Source: an optimization exercise on an open RTL-to-GDS flow (aim: small area). Production flows keep margins and buffers that such runs may drop. Only simulation tests tie the RTL to the original design; equivalence was not proved. Power and IR drop assume default switching activity.

==> flow/design.v <==
module xgmii_crossbar_n #(
  parameter int NUM_PORTS = 4,
  parameter int CNT_W     = 16,
  localparam int IDX_W    = (NUM_PORTS > 2) ? $clog2(NUM_PORTS) : 1
) (
  input  logic                         clk,
  input  logic                         reset,
  input  logic [8*NUM_PORTS-1:0]       eth_in_xgmii_ctrl,
  input  logic [64*NUM_PORTS-1:0]      eth_in_xgmii_data,
  input  logic [IDX_W*NUM_PORTS-1:0]   route_map,
  output logic [8*NUM_PORTS-1:0]       eth_out_xgmii_ctrl,
  output logic [64*NUM_PORTS-1:0]      eth_out_xgmii_data,
  output logic [CNT_W*NUM_PORTS-1:0]   drop_cnt,
  output logic [CNT_W*NUM_PORTS-1:0]   err_cnt,
  output logic [NUM_PORTS-1:0]         fwd_state
);
  logic [NUM_PORTS-1:0] sof, eof;
  for (genvar i = 0; i < NUM_PORTS; i++) begin : g_delim
    logic [7:0] fd;
    for (genvar k = 0; k < 8; k++) begin : g_lane
      assign fd[k] = eth_in_xgmii_ctrl[8*i+k] && (eth_in_xgmii_data[64*i+8*k +: 8] == 8'hFD);
    end
    assign sof[i] = eth_in_xgmii_ctrl[8*i] && (eth_in_xgmii_data[64*i +: 8] == 8'hFB);
    assign eof[i] = |fd;
  end
  logic [8*NUM_PORTS-1:0]  ictrl_q;
  logic [64*NUM_PORTS-1:0] idata_q;
  always_ff @(posedge clk) begin
    ictrl_q <= eth_in_xgmii_ctrl;
    idata_q <= eth_in_xgmii_data;
  end
  logic [2*NUM_PORTS-1:0]     mode_q;
  logic [IDX_W*NUM_PORTS-1:0] last_q;
  logic [NUM_PORTS-1:0]       fwd;
  logic [NUM_PORTS-1:0]       drop_q;
  logic [NUM_PORTS-1:0]       drop_d, abort;
  logic [2*NUM_PORTS-1:0]     mode_d;
  logic [IDX_W*NUM_PORTS-1:0] last_d;
  logic [NUM_PORTS*NUM_PORTS-1:0] mine;    
  xgmii_xbar_ctl u_ctl (
    .sof(sof), .eof(eof), .drop_q(drop_q), .route_map(route_map),
    .mode_q(mode_q), .last_q(last_q),
    .mode_d(mode_d), .last_d(last_d), .drop_d(drop_d), .abort(abort), .mine(mine)
  );
  for (genvar e = 0; e < NUM_PORTS; e++) begin : g_egress
    logic [CNT_W-1:0]     dcnt_q, ecnt_q, dcnt_d, ecnt_d;
    logic [NUM_PORTS-1:0] sel;
    logic                 f_idle, f_err, f_any;
    logic [IDX_W-1:0]     lq;
    assign lq     = last_q[IDX_W*e +: IDX_W];
    assign fwd[e] = mode_q[2*e+1] & mode_q[2*e];
    xgmii_xbar_ecnt #(.W(CNT_W)) u_ecnt (.q(ecnt_q), .inc(abort[e]), .d(ecnt_d));
    xgmii_xbar_dcnt #(.W(CNT_W)) u_dcnt (.q(dcnt_q), .inc(mine[NUM_PORTS*e +: NUM_PORTS]), .d(dcnt_d));
    always_ff @(posedge clk or negedge reset) begin
      if (!reset) begin
        mode_q[2*e +: 2]          <= 2'b00;
        last_q[IDX_W*e +: IDX_W]  <= IDX_W'(NUM_PORTS - 1);
        dcnt_q <= '0;
        ecnt_q <= '0;
      end else begin
        mode_q[2*e +: 2]          <= mode_d[2*e +: 2];
        last_q[IDX_W*e +: IDX_W]  <= last_d[IDX_W*e +: IDX_W];
        dcnt_q <= dcnt_d;
        ecnt_q <= ecnt_d;
      end
    end
    for (genvar i = 0; i < NUM_PORTS; i++) begin : g_sel
      assign sel[i] = mode_q[2*e+1] && (lq == IDX_W'(i));
    end
    assign f_any  = !mode_q[2*e+1];
    assign f_err  = f_any && mode_q[2*e];
    assign f_idle = f_any && !mode_q[2*e];
    logic [7:0]  oc;
    logic [63:0] od;
    xgmii_xbar_omux u_omux (
      .sel(sel), .f_idle(f_idle), .f_err(f_err), .f_any(f_any),
      .ictrl(ictrl_q), .idata(idata_q), .octrl(oc), .odata(od)
    );
    assign eth_out_xgmii_ctrl[8*e +: 8]   = oc;
    assign eth_out_xgmii_data[64*e +: 64] = od;
    assign drop_cnt[CNT_W*e +: CNT_W]     = dcnt_q;
    assign err_cnt[CNT_W*e +: CNT_W]      = ecnt_q;
    assign fwd_state[e] = fwd[e];
  end
  always_ff @(posedge clk or negedge reset) begin
    if (!reset) drop_q <= '0;
    else        drop_q <= drop_d;
  end
endmodule
module xgmii_xbar_omux (
  input  logic [3:0]   sel,
  input  logic         f_idle,
  input  logic         f_err,
  input  logic         f_any,
  input  logic [31:0]  ictrl,
  input  logic [255:0] idata,
  output logic [7:0]   octrl,
  output logic [63:0]  odata
);
  always_comb begin
    octrl = {8{f_any}};
    for (int k = 0; k < 8; k++) begin
      odata[8*k]        = f_idle;
      odata[8*k+1]      = f_any;
      odata[8*k+2]      = f_any;
      odata[8*k+3 +: 5] = {5{f_err}};
    end
    for (int i = 0; i < 4; i++) begin
      octrl = octrl | ({8{sel[i]}} & ictrl[8*i +: 8]);
      odata = odata | ({64{sel[i]}} & idata[64*i +: 64]);
    end
  end
endmodule
module xgmii_xbar_ecnt #(parameter int W = 16) (
  input  logic [W-1:0] q,
  input  logic         inc,
  output logic [W-1:0] d
);
  logic [W:0] t;
  assign t[0] = inc & ~&q;
  for (genvar b = 0; b < W; b++) begin : g_b
    assign d[b]   = q[b] ^ t[b];
    assign t[b+1] = t[b] & q[b];
  end
endmodule
module xgmii_xbar_dcnt #(parameter int W = 16) (
  input  logic [W-1:0] q,
  input  logic [3:0]   inc,
  output logic [W-1:0] d
);
  logic [2:0]   n;
  logic [3:0]   lo;
  logic         full, sat;
  logic [W-3:0] t;
  assign n    = 3'(inc[0]) + 3'(inc[1]) + 3'(inc[2]) + 3'(inc[3]);
  assign lo   = {1'b0, q[2:0]} + {1'b0, n};
  assign full = &q[W-1:3];
  assign sat  = lo[3] & full;
  assign t[0] = lo[3] & ~full;
  for (genvar b = 3; b < W; b++) begin : g_b
    assign d[b] = q[b] ^ t[b-3];
    if (b == 8) assign t[b-2] = t[0] & (&q[8:3]);
    else        assign t[b-2] = t[b-3] & q[b];
  end
  assign d[2:0] = lo[2:0] | {3{sat}};
endmodule
module xgmii_xbar_ctl (
  input  logic [3:0]  sof,
  input  logic [3:0]  eof,
  input  logic [3:0]  drop_q,
  input  logic [7:0]  route_map,
  input  logic [7:0]  mode_q,
  input  logic [7:0]  last_q,
  output logic [7:0]  mode_d,
  output logic [7:0]  last_d,
  output logic [3:0]  drop_d,
  output logic [3:0]  abort,
  output logic [15:0] mine
);
  localparam int NUM_PORTS = 4;
  localparam int IDX_W = 2;
  logic [NUM_PORTS-1:0] fwd, busy, fresh, granted, lost;
  for (genvar e = 0; e < NUM_PORTS; e++) begin : g_fwd
    assign fwd[e] = mode_q[2*e+1] & mode_q[2*e];
  end
  logic [NUM_PORTS-1:0] loh [NUM_PORTS];    
  logic [NUM_PORTS-1:0] roh [NUM_PORTS];    
  for (genvar e = 0; e < NUM_PORTS; e++) begin : g_loh
    for (genvar i = 0; i < NUM_PORTS; i++) begin : g_i
      assign loh[e][i] = (last_q[IDX_W*e +: IDX_W] == IDX_W'(i));
      assign roh[e][i] = (route_map[IDX_W*e +: IDX_W] == IDX_W'(i));
    end
  end
  for (genvar i = 0; i < NUM_PORTS; i++) begin : g_busy
    logic [NUM_PORTS-1:0] hit;
    for (genvar e = 0; e < NUM_PORTS; e++) begin : g_e
      assign hit[e] = fwd[e] & loh[e][i];
    end
    assign busy[i] = |hit;
  end
  assign fresh = sof & ~drop_q;
  logic [NUM_PORTS*NUM_PORTS-1:0] gnt;   
  for (genvar e = 0; e < NUM_PORTS; e++) begin : g_egress
    logic [NUM_PORTS-1:0] req, g, lo;
    logic [IDX_W-1:0]     lq, w;
    logic                 found, sof_l, eof_l, eof_w;
    logic [1:0]           md;
    logic [IDX_W-1:0]     ld;
    assign lq = last_q[IDX_W*e +: IDX_W];
    assign lo = loh[e];
    for (genvar i = 0; i < NUM_PORTS; i++) begin : g_req
      assign req[i] = fresh[i] & ~busy[i] & roh[i][e];
    end
    always_comb begin
      for (int i = 0; i < NUM_PORTS; i++) begin
        g[i] = req[i];
        for (int l = 0; l < NUM_PORTS; l++) begin
          for (int j = 0; j < NUM_PORTS; j++) begin
            if (j != i && ((j - l - 1 + 2*NUM_PORTS) % NUM_PORTS) < ((i - l - 1 + 2*NUM_PORTS) % NUM_PORTS))
              if (lo[l] && req[j]) g[i] = 1'b0;
          end
        end
      end
    end
    assign found = |req;
    assign w     = {g[3] | g[2], g[3] | g[1]};
    assign sof_l = |(lo & sof);
    assign eof_l = |(lo & eof);
    assign eof_w = |(g & eof);
    assign abort[e] = fwd[e] & sof_l;
    for (genvar i = 0; i < NUM_PORTS; i++) begin : g_gnt
      assign gnt[NUM_PORTS*e+i] = g[i] & ~fwd[e];
    end
    always_comb begin
      ld = lq;
      md = 2'b00;
      if (fwd[e]) begin
        if (sof_l) md = 2'b01;
        else       md = {1'b1, !eof_l};
      end else if (found) begin
        ld = w;
        md = {1'b1, !eof_w};
      end
    end
    assign mode_d[2*e +: 2]         = md;
    assign last_d[IDX_W*e +: IDX_W] = ld;
    for (genvar i = 0; i < NUM_PORTS; i++) begin : g_mine
      assign mine[NUM_PORTS*e+i] = lost[i] & roh[i][e];
    end
  end
  for (genvar i = 0; i < NUM_PORTS; i++) begin : g_grant
    logic [NUM_PORTS-1:0] hit;
    for (genvar e = 0; e < NUM_PORTS; e++) begin : g_e
      assign hit[e] = gnt[NUM_PORTS*e+i];
    end
    assign granted[i] = |hit;
  end
  assign lost   = fresh & ~granted;
  assign drop_d = (drop_q | lost) & ~eof;
endmodule
export LEC_CHECK = 0
export CAP_MARGIN = 20
export CELL_PAD_IN_SITES_DETAIL_PLACEMENT = 1
export CORE_MARGIN = 2
export CORE_UTILIZATION = 35
export PLACE_DENSITY = 0.6
export SLEW_MARGIN = 20
create_clock -name core_clock -period 8.0 [get_ports {clk}]
standard.sh (not shown) runs the stock make flow with config.mk's settings and CLKGATE_MAP_FILE= SYNTH_SCRIPT=/design/flow/synth_recipe.tcl, a recipe that flattens the netlist after the stock synthesis.
==> flow/flow/run.sh <==
#!/bin/bash
# The standard layout (standard.sh) with these changes:
#  - synthesis keeps the combinational submodules apart while ABC maps them
#    (SYNTH_HIERARCHICAL=1; flow/synth.tcl flattens afterwards, as the standard flow's
#    script does) and maps with an area-oriented ABC script
#  - port buffers are plain buf_1 cells
#  - clock tree: larger sink clusters, no dummy loads
set -euo pipefail
export MY_ABC_SCRIPT=$PWD/flow/abc_area.script
bash standard.sh "SYNTH_SCRIPT=$PWD/flow/synth.tcl" SYNTH_HIERARCHICAL=1 \
  "BUFFER_PORTS_ARGS=-buffer_cell sky130_fd_sc_hd__buf_1" \
  "CTS_ARGS=-sink_clustering_enable -repair_clock_nets -dont_use_dummy_load -sink_clustering_size 20 -sink_clustering_max_diameter 150" \
  finish > flow_make.log 2>&1
==> flow/flow/abc_area.script <==
&get -n
&st
&dc2
&dch -f
&nf -p -R 1000
&put
==> flow/flow/synth.tcl <==
# The standard flow's synthesis script, with ABC run on an area-oriented script
# (flow/abc_area.script) instead of ORFS's speed script. Registers are
# untouched: ABC only maps the combinational logic.
proc synth {args} { yosys synth -nofsm -noshare {*}$args }
proc abc {args} {
  set i [lsearch $args -script]
  if {$i >= 0} { lset args [expr {$i+1}] $::env(MY_ABC_SCRIPT) }
  yosys abc {*}$args
}
source $::env(SCRIPTS_DIR)/synth.tcl
# left out here: clear keep_hierarchy, flatten, clean up, hide names made inside functions, write 1_2_yosys.v
==> next run, changes <==
==> flow/flow/abc_area.script (replaced) <==
&get -n
&st
&dc2
&dch -f
&nf -p
&put
Outcome: The new run went through all stages and came out clean; wire length grows by 0.91%; via count grows by 0.32%; synthesized cell count grows by 0.78%; die area grows by 0.83%; fmax shrinks by 3.7%; core utilization grows by 0.20 points; clock power is about the same; final cell count grows by 1.8%.

-- static timing again, ports no longer ideal --
Ports are ideal in the flow. The routed layouts listed here were re-timed in OpenROAD.
Step 1: set_driving_cell puts a clkbuf_16 on clk and a buf_2 on each other input, an assumption about the parent block.
Step 2, shift: input delay + t, output delay - t, t = (earliest + latest rising clock arrival at the registers) / 2. This alone moves slack from input paths to output paths.
Three values: ideal, step 1, step 2; two values: the first two.
| run | t, ns | setup WS [ns] | hold slack, ns | cell pins on the clock port's net |
|---|---|---|---|---|
| the first run | 0.639 | 1.160 / 1.192 / 0.552 | 0.499 / 0.499 / 0.499 | 1 |
| the second run | 0.659 | 0.900 / 0.935 / 0.277 | 0.507 / 0.507 / 0.507 | 1 |
After both steps setup and hold are still met in every run listed. The setup slack of the second run, which loses most, moves by +0.035 ns with the drivers and by -0.623 ns with both steps.
